Background: an optimization exercise with open tools, aiming at small area. Do not read the settings as production practice. In this exercise RTL edits were held to simulation tests only and were not proved equivalent to the original. No activity file was given, so power comes from the tool's default toggle rates.

===== flow/design.v =====
`timescale 1ns/1ns
`default_nettype none
module wb_cycle_decoder (
	input wire logic clk_i,
	input wire logic reset_i,
	input wire logic cyc_i,
	input wire logic stb_i,
	input wire logic we_i,
	input wire logic [31:0] adr_i,
	input wire logic [2:0] cti_i,
	input wire logic [3:0] sel_i,
	input wire logic [31:0] dat_i,
	output logic ack_o,
	output logic err_o,
	output logic we_o,
	output logic [3:0] code_o,
	output logic [31:0] wdata_o,
	output logic [3:0] be_o
);
	localparam logic [3:0] C_IDLE = 4'd0;
	localparam logic [3:0] C_UNMAPPED = 4'd14;
	localparam logic [3:0] C_ERROR = 4'd15;
	logic req;
	logic burst_q;
	logic [3:0] code_q;
	logic [3:0] code_d;
	logic [3:0] map;
	logic [9:0] idx;
	logic bad;
	assign req = cyc_i & stb_i;
	assign idx = adr_i[11:2];
	always_comb begin
		map = C_UNMAPPED;
		if (idx[9:5] == 5'd0) begin
			if (!idx[4] && idx[3:0] != 4'd0 && idx[3:0] <= 4'd11)
				map = idx[3:0];
			else if (idx[4:1] == 4'b1000)
				map = {3'b110, idx[0]};
		end
	end
	always_comb begin
		case (cti_i)
			3'b000: bad = burst_q;
			3'b001, 3'b010, 3'b111: bad = 1'b0;
			default: bad = 1'b1;
		endcase
	end
	always_comb begin
		if (!req)
			code_d = C_IDLE;
		else if (bad)
			code_d = C_ERROR;
		else
			code_d = map;
	end
	always_ff @(posedge clk_i) begin
		if (reset_i) begin
			code_q <= C_IDLE;
			burst_q <= 1'b0;
		end else begin
			code_q <= code_d;
			burst_q <= req & ~cti_i[2] & (cti_i[1] ^ cti_i[0]);
		end
	end
	always_ff @(posedge clk_i) begin
		we_o <= we_i;
		wdata_o <= dat_i;
		be_o <= sel_i;
	end
	assign ack_o = (code_q != C_IDLE);
	assign err_o = (code_q == C_ERROR);
	assign code_o = code_q;
endmodule
`default_nettype wire
`timescale 1ns/1ns
`default_nettype none
module dma_ctrl_regs (
	input wire logic clk_i,
	input wire logic reset_i,
	input wire logic we_i,
	input wire logic [3:0] code_i,
	input wire logic [31:0] wdata_i,
	input wire logic [3:0] be_i,
	input wire logic dma_in_use_i,
	input wire logic [31:0] transfer_size_i,
	input wire logic transfer_size_valid_i,
	input wire logic [7:0] stat_i,
	input wire logic stat_valid_i,
	output logic [31:0] rdata_o,
	output logic [15:0] ctrl_o,
	output logic [15:0] watch_dog_cnt_o,
	output logic [31:0] dmaadr_o,
	output logic [31:0] dmalen_o
);
	logic [31:0] control_q;
	logic [31:0] dmaadr_q;
	logic [31:0] dmalen_q;
	logic [31:0] xfer_size_q;
	logic [7:0] stat_q;
	logic wr_ctl, wr_adr, wr_len;
	logic [3:0] ld_ctl, ld_adr, ld_len, hd_ctl, hd_adr, hd_len;
	logic ld_c31, hd_c31, ld_x, hd_x, ld_s, hd_s;
	assign wr_ctl = we_i && code_i == 4'd1;
	assign wr_adr = we_i && code_i == 4'd2 && !dma_in_use_i;
	assign wr_len = we_i && code_i == 4'd3 && !dma_in_use_i;
	always_comb begin
		for (int i = 0; i < 4; i++) begin
			ld_ctl[i] = !reset_i && wr_ctl && !dma_in_use_i && be_i[i];
			ld_adr[i] = !reset_i && wr_adr && be_i[i];
			ld_len[i] = !reset_i && wr_len && be_i[i];
			hd_ctl[i] = !reset_i && !(wr_ctl && !dma_in_use_i && be_i[i]);
			hd_adr[i] = !reset_i && !(wr_adr && be_i[i]);
			hd_len[i] = !reset_i && !(wr_len && be_i[i]);
		end
	end
	assign ld_c31 = !reset_i && wr_ctl && be_i[3];
	assign hd_c31 = !reset_i && !(wr_ctl && be_i[3]);
	assign ld_x = !reset_i && transfer_size_valid_i;
	assign hd_x = !reset_i && !transfer_size_valid_i;
	assign ld_s = !reset_i && stat_valid_i;
	assign hd_s = !reset_i && !stat_valid_i;
	always_ff @(posedge clk_i) begin
		for (int i = 0; i < 4; i++) begin
			for (int b = 0; b < 8; b++) begin
				if (8*i + b == 31)
					control_q[31] <= (ld_c31 & wdata_i[31]) | (hd_c31 & control_q[31]);
				else
					control_q[8*i + b] <= (ld_ctl[i] & wdata_i[8*i + b]) | (hd_ctl[i] & control_q[8*i + b]);
				dmaadr_q[8*i + b] <= (ld_adr[i] & wdata_i[8*i + b]) | (hd_adr[i] & dmaadr_q[8*i + b]);
				dmalen_q[8*i + b] <= (ld_len[i] & wdata_i[8*i + b]) | (hd_len[i] & dmalen_q[8*i + b]);
			end
		end
		xfer_size_q <= ({32{ld_x}} & transfer_size_i) | ({32{hd_x}} & xfer_size_q);
		stat_q <= ({8{ld_s}} & stat_i) | ({8{hd_s}} & stat_q);
	end
	always_comb begin
		rdata_o = ({32{code_i == 4'd1}} & control_q)
			| ({32{code_i == 4'd2}} & dmaadr_q)
			| ({32{code_i == 4'd3}} & dmalen_q)
			| ({32{code_i == 4'd4}} & xfer_size_q)
			| ({32{code_i == 4'd5}} & {16'd0, dma_in_use_i, 7'd0, stat_q});
	end
	assign ctrl_o = control_q[31:16];
	assign watch_dog_cnt_o = control_q[15:0];
	assign dmaadr_o = dmaadr_q;
	assign dmalen_o = dmalen_q;
endmodule
`default_nettype wire
`timescale 1ns/1ns
`default_nettype none
module fifo_watch #(
	parameter bit KIND = 1'b0,             
	parameter logic [27:0] MARK = 28'd4083,
	parameter logic [27:0] LIMIT = 28'd4084,
	parameter logic [3:0] STATUS_CODE = 4'd6,
	parameter logic [3:0] CTRL_CODE = 4'd7
) (
	input wire logic clk_i,
	input wire logic reset_i,
	input wire logic we_i,
	input wire logic [3:0] code_i,
	input wire logic [31:0] wdata_i,
	input wire logic [3:0] be_i,
	input wire logic [27:0] level_i,
	output logic [31:0] rdata_o,
	output logic int_o
);
	logic [31:0] ctrl_q;
	logic [31:0] status;
	logic flag_q;
	logic [3:0] ld, hd;
	if (KIND == 1'b0) begin : g_fill
		logic [25:0] level_q;
		always_ff @(posedge clk_i) begin
			flag_q <= (level_i > MARK);
			level_q <= level_i[25:0];
		end
		assign status = {flag_q, 3'b000, level_q, 2'b00};
	end else begin : g_drain
		localparam int SW = 11;   
		logic [27:0] slots;
		logic [SW-1:0] slots_q;
		assign slots = LIMIT - level_i;
		always_ff @(posedge clk_i) begin
			flag_q <= (level_i < MARK);
			slots_q <= (level_i > LIMIT) ? '0 : slots[SW-1:0];
		end
		assign status = {flag_q, 3'b000, {(26-SW){1'b0}}, slots_q, 2'b00};
	end
	always_comb begin
		for (int i = 0; i < 4; i++) begin
			ld[i] = !reset_i && we_i && code_i == CTRL_CODE && be_i[i];
			hd[i] = !reset_i && !(we_i && code_i == CTRL_CODE && be_i[i]);
		end
	end
	always_ff @(posedge clk_i) begin
		for (int i = 0; i < 4; i++)
			ctrl_q[8*i +: 8] <= ({8{ld[i]}} & wdata_i[8*i +: 8]) | ({8{hd[i]}} & ctrl_q[8*i +: 8]);
	end
	assign rdata_o = ({32{code_i == STATUS_CODE}} & status) | ({32{code_i == CTRL_CODE}} & ctrl_q);
	assign int_o = flag_q & ctrl_q[31];
endmodule
`default_nettype wire
`timescale 1ns/1ns
`default_nettype none
module wb_dma_regs_top #(
	parameter logic [27:0] DMA_FULL_MARK = 28'd4083,
	parameter logic [27:0] DMA_LIMIT = 28'd4084,
	parameter logic [27:0] RD_LIMIT = 28'd2040,
	parameter logic [27:0] RD_EMPTY_MARK = 28'd1
) (
	input wire logic clk_i,
	input wire logic reset_i,
	input wire logic cyc_i,
	input wire logic stb_i,
	input wire logic we_i,
	input wire logic [31:0] adr_i,
	input wire logic [2:0] cti_i,
	input wire logic [3:0] sel_i,
	input wire logic [31:0] dat_i,
	output logic [31:0] dat_o,
	output logic ack_o,
	output logic err_o,
	input wire logic dma_in_use_i,
	output logic [15:0] ctrl_o,
	output logic [15:0] watch_dog_cnt_o,
	output logic [31:0] dmaadr_o,
	output logic [31:0] dmalen_o,
	input wire logic [31:0] transfer_size_i,
	input wire logic transfer_size_valid_i,
	input wire logic [7:0] stat_i,
	input wire logic stat_valid_i,
	input wire logic [55:0] dma_fifo_cnt_i,
	output logic [1:0] dma_fifo_full_int_o,
	input wire logic [55:0] rd_fifo_length_i,
	output logic [1:0] rd_fifo_empty_int_o
);
	localparam int NUM_DMA_FIFO = 2;
	localparam int NUM_RD_FIFO = 2;
	logic we;
	logic [3:0] code;
	logic [31:0] wdata;
	logic [3:0] be;
	logic [31:0] ctrl_rdata;
	logic [31:0] dma_rdata [NUM_DMA_FIFO];
	logic [31:0] rd_rdata [NUM_RD_FIFO];
	wb_cycle_decoder u_decoder (
		.clk_i(clk_i),
		.reset_i(reset_i),
		.cyc_i(cyc_i),
		.stb_i(stb_i),
		.we_i(we_i),
		.adr_i(adr_i),
		.cti_i(cti_i),
		.sel_i(sel_i),
		.dat_i(dat_i),
		.ack_o(ack_o),
		.err_o(err_o),
		.we_o(we),
		.code_o(code),
		.wdata_o(wdata),
		.be_o(be)
	);
	dma_ctrl_regs u_ctrl (
		.clk_i(clk_i),
		.reset_i(reset_i),
		.we_i(we),
		.code_i(code),
		.wdata_i(wdata),
		.be_i(be),
		.dma_in_use_i(dma_in_use_i),
		.transfer_size_i(transfer_size_i),
		.transfer_size_valid_i(transfer_size_valid_i),
		.stat_i(stat_i),
		.stat_valid_i(stat_valid_i),
		.rdata_o(ctrl_rdata),
		.ctrl_o(ctrl_o),
		.watch_dog_cnt_o(watch_dog_cnt_o),
		.dmaadr_o(dmaadr_o),
		.dmalen_o(dmalen_o)
	);
	for (genvar i = 0; i < NUM_DMA_FIFO; i++) begin : g_dma_fifo
		fifo_watch #(
			.KIND(1'b0),
			.MARK(DMA_FULL_MARK),
			.LIMIT(DMA_LIMIT),
			.STATUS_CODE(i == 0 ? 4'd6 : 4'd12),
			.CTRL_CODE(i == 0 ? 4'd7 : 4'd13)
		) u_watch (
			.clk_i(clk_i),
			.reset_i(reset_i),
			.we_i(we),
			.code_i(code),
			.wdata_i(wdata),
			.be_i(be),
			.level_i(dma_fifo_cnt_i[28*i +: 28]),
			.rdata_o(dma_rdata[i]),
			.int_o(dma_fifo_full_int_o[i])
		);
	end
	for (genvar i = 0; i < NUM_RD_FIFO; i++) begin : g_rd_fifo
		fifo_watch #(
			.KIND(1'b1),
			.MARK(RD_EMPTY_MARK),
			.LIMIT(RD_LIMIT),
			.STATUS_CODE(i == 0 ? 4'd8 : 4'd10),
			.CTRL_CODE(i == 0 ? 4'd9 : 4'd11)
		) u_watch (
			.clk_i(clk_i),
			.reset_i(reset_i),
			.we_i(we),
			.code_i(code),
			.wdata_i(wdata),
			.be_i(be),
			.level_i(rd_fifo_length_i[28*i +: 28]),
			.rdata_o(rd_rdata[i]),
			.int_o(rd_fifo_empty_int_o[i])
		);
	end
	always_comb begin
		dat_o = ctrl_rdata;
		for (int i = 0; i < NUM_DMA_FIFO; i++)
			dat_o = dat_o | dma_rdata[i];
		for (int i = 0; i < NUM_RD_FIFO; i++)
			dat_o = dat_o | rd_rdata[i];
	end
endmodule
`default_nettype wire

===== flow/run.sh =====
#!/bin/bash
# synth_recipe.tcl (not shown) runs the flow's synth.tcl, then flattens the netlist and writes it again
# the make line also repeats each setting of config.mk as NAME=value (left out here)
make -C /OpenROAD-flow-scripts/flow DESIGN_CONFIG=/design/flow/config.mk WORK_HOME=/design/flow/orfs CLKGATE_MAP_FILE= SYNTH_SCRIPT=/design/flow/synth_recipe.tcl finish

===== flow/config.mk =====
export PLATFORM = sky130hd
export DESIGN_NAME = wb_dma_regs_top
export DESIGN_NICKNAME = wb_dma_regs_top
export VERILOG_FILES = /design/flow/design.v
export SDC_FILE = /design/flow/constraint.sdc
export NUM_CORES = 4
export LEC_CHECK = 0
export CAP_MARGIN = 20
export CORE_MARGIN = 2
export CORE_UTILIZATION = 40
export SLEW_MARGIN = 20

===== flow/constraint.sdc =====
create_clock -name core_clock -period 8.0 [get_ports {clk_i}]
set_input_delay 1.6000 -clock core_clock [delete_from_list [all_inputs] [get_ports {clk_i}]]
set_output_delay 1.6000 -clock core_clock [all_outputs]
set_load 0.01 [all_outputs]

==> run summary <==
-- metal layers --
| layer | vias up | part of all wire |
|---|---|---|
| li1 | 5859 | - |
| met1 | 6095 | 0.42 |
| met5 | - | 0.00045 |
| met4 | 4 | 0.022 |
| met2 | 514 | 0.49 |
| met3 | 86 | 0.074 |
-- path summary, 6_finish.rpt --
check	start	endpoint	slack, ns	cells past startpoint
max	u_decoder.code_q[3]$_SDFF_PP0_	dat_o[3]	2.42	6
min	g_dma_fifo[0].u_watch.ctrl_q[30]$_DFF_P_	g_dma_fifo[0].u_watch.ctrl_q[30]$_DFF_P_	0.46	2
max reg2reg	u_decoder.code_q[3]$_SDFF_PP0_	g_dma_fifo[1].u_watch.ctrl_q[30]$_DFF_P_	4.85	5
min reg2reg	g_dma_fifo[0].u_watch.ctrl_q[30]$_DFF_P_	g_dma_fifo[0].u_watch.ctrl_q[30]$_DFF_P_	0.46	2
-- kinds of logic after synthesis --
kind of cell | share of synthesized area
AOI/OAI and AO/OA | 0.133
xor gates and xnor gates | 0.00643
adders and majority gates | 0.00501
buffers and inverters | 0.0336
DFF | 0.513
muxes | 0.145
and+or+nand+nor | 0.163
-- state kept, by name (all words and copies together) (netlist names), 2 cells and up --
| register | cells |
|---|---|
| u_decoder.be_o | 4 |
| u_decoder.wdata_o | 32 |
| g_dma_fifo.u_watch.ctrl_q | 64 |
| g_dma_fifo.u_watch.g_fill.level_q | 52 |
| u_ctrl.dmaadr_q | 32 |
| g_rd_fifo.u_watch.g_drain.slots_q | 22 |
| u_decoder.code_q | 4 |
| g_dma_fifo.u_watch.flag_q | 2 |
| u_ctrl.dmalen_q | 32 |
| u_ctrl.xfer_size_q | 32 |
| g_rd_fifo.u_watch.flag_q | 2 |
| u_ctrl.control_q | 32 |
| g_rd_fifo.u_watch.ctrl_q | 64 |
| u_ctrl.stat_q | 8 |
-- worst register-to-register path: stages (launching register included) --
cell	delay, ns
dfxtp_2	0.99
and4b_1	0.89
buf_4	0.47
nand3_1	0.39
nand2_1	0.18
a21oi_1	0.08
-- power by group --
group          switching (uW)  internal [uW]  total [uW]  leakage, uW
clock network             753           1100        1850     0.000655
logic                     120            143         264      0.00467
registers                43.2           1950        2000      0.00314
total                     917           3190        4110      0.00846
-- through the flow --
step	power, uW	util	std cells	worst slack (ns)
after floorplan	2120	-	1437	4.40
after global placement	2300	0.509	2166	3.06
after detailed placement	2300	0.509	2166	3.01
after CTS	4140	0.545	2238	2.44
after global routing	4240	0.545	2240	2.31
final	4110	0.545	2240	2.42
-- final cells by class --
class,count,area [sq um],share of cell area
multi-input combinational,946,6830,0.341
tap,468,586,0.0293
clock buffer,61,1230,0.0617
sequential,384,7690,0.384
inverter,10,37.5,0.00188
antenna,1,2.50,0.000125
timing repair buffer,359,3550,0.177
clock inverter,11,86.3,0.00431
-- cell usage in the layout, fill, tap and decap left out, types with 12 or more instances in the layout --
master           count
buf_4               16
clkdlybuf4s50_1    340
and3_1              14
a22o_1              64
nor2_1             239
nor4_1              18
a22oi_1             65
a221oi_1            42
nand4_1             14
a222oi_1            19
clkbuf_16           43
and2_1              12
nand3_1             18
dfxtp_1            383
a21oi_1             28
nand2_1             59
mux2i_1            216
==> results by group <==
Setup path
  • Max Fanout on Critical Path: 39
  • Critical path type: reg2out
  • Critical-path top delay cell: dfxtp_2
  • Worst Path Required: 6.40 ns
  • Worst path cell trace: and4b_1 -> buf_4 -> a222oi_1 -> and3_1 -> nand4_1 -> clkdlybuf4s50_1
  • Worst path bufs/invs: 2
  • Delay-heaviest family, CP: simple AND/OR/NAND/NOR gates
  • CP max stage delay: 0.99 ns
  • Critical path launch point type: register
  • CP arrival: 3.98 ns
  • Crit end category: primary output

Final layout
  • Layout Area Growth over Synthesis: 33.6%
  • Nets: 1980
  • Final instance area: 0.0200 sq mm
  • # fillers: 3272
  • Layout cell share with drive strength beyond 1: 0.0711

Clock tree
  • Setup bufs post-CTS: 0
  • H-tree Lvls: 2
  • CTS root buffer: clkbuf_16
  • Inserted Clock Buffers: 42
  • CTS max path bufs: 3
  • CTS tree: done
  • Clock transition at path regs: 0.06 ns
  • Post-cts sizing count: 0
  • Num Clock Sinks: 384
  • Clk latency of the worst-skew pair: 0.53 ns
  • Post-CTS Hold Buffers: 0

Routing
  • Post-DR vias/cell: 5.61
  • Vias: 12600
  • First-pass DRT Iterations: 9
  • Final ANT Viol Nets: 0
  • Post-DR wirelength/cell: 23.6 microns
  • DR DRC count: 0
  • Drt total wl: 52800 microns
  • Initial DRC Count: 878

Synthesis
  • Main synth FF type: dfxtp_1
  • Synth Register Bits: 384
  • EDFF count, synth: 0
  • Yosys top cell area share: 0.513
  • Avg Cell Area, Syn: 10.4 sq um
  • Most frequent cells after synthesis: dfxtp_1 (384), nor2_1 (239), mux2i_1 (216), a22oi_1 (65), a22o_1 (64)
  • Seq/Total Area, Yosys: 0.513
  • Post-synthesis cell count: 1437
  • Leading area contributor after synthesis: dfxtp_1
  • Asr flop ratio synth: 0
  • Synth top area cells: dfxtp_1 (51%), mux2i_1 (14%), nor2_1 (6.0%)
  • Syn Nets: 1674
  • Synthesized area: 0.0150 sq mm
  • Synth Warn #: 9
  • Post-synth cell types: 60
  • Most numerous cell in the Yosys netlist: dfxtp_1

Timing
  • Final Hold Vio Count: 0
  • Least-Margin Pin Slew: 1.01 ns
  • Setup tns final: 0 ns
  • Slew Limit Fails: 0
  • Headroom to the max-slew limit: 0.326
  • Final setup viols: 0
  • Final worst path period need: 5.58 ns
  • F_max: 179 MHz
  • RSZ-0062 raised after global routing: false
  • Setup Skew: 0.0181 ns
  • Hold slack final: 0.458 ns
  • Tcrit/Tclk final: 0.697

Floorplan
  • Placement Rows: 70
  • Die width: 197 microns
  • Initial core utilization: 0.408
  • Die area: 0.0390 sq mm
  • Core area: 0.0367 sq mm
  • Die H: 197 microns
  • I/O pin cnt: 365

Placement
  • Post-DP Area: 0.0187 sq mm
  • Input/output buffers: 342
  • Global placement routability congestion: 0.876
  • Hpwl dp: 36400 microns

Global route
  • Global route hottest layer: met2
  • Met2 Track Usage GR: 0.466
  • First-pass GRT wire length: 78700 microns
  • Total track usage: 0.266
  • Vias in the first global route: 12700
  • Grt total ovfl: 0
  • Grt met1 use: 0.340
  • Largest net degree at the start of global routing: 89
  • Met3 usage: 0.0485
  • Initial antenna violation count: 3

Run status
  • Status: no timing/DRC/antenna violations

Power and ir drop
  • PD cells: 205 mW/mm^2
  • Pleak: 0.00846 uW
  • Worst ir drop on vdd: 0.115 mV

Run
  • Max_cap viols: 0

Hold path
  • Type of the worst min-delay path: reg2reg

## port drivers added, routing unchanged
In the flow no input, the clock included, has a driving cell. The finished layout below was timed again as built, in two steps. Step 1, drivers: a clkbuf_16 drives clk_i and a buf_2 each remaining input, both assumed. Step 2 times the ports against the registers' clock, not the clock port: input delays grow and output delays shrink by t, the midpoint of the rising clock arrivals with the driver on. Slacks: no drivers / after step 1 / after step 2; pairs: no drivers / after step 1.
shift t [ns]: 0.575
setup slack, ns: 2.425 / 2.368 / 2.944
hold slack, ns: 0.458 / 0.458 / 0.458
worst register clock-pin slew, ns: 0.06 / 0.06
After both steps setup and hold are still met in this run. The setup slack of this run moves by -0.057 ns with the drivers and by +0.519 ns with both steps.
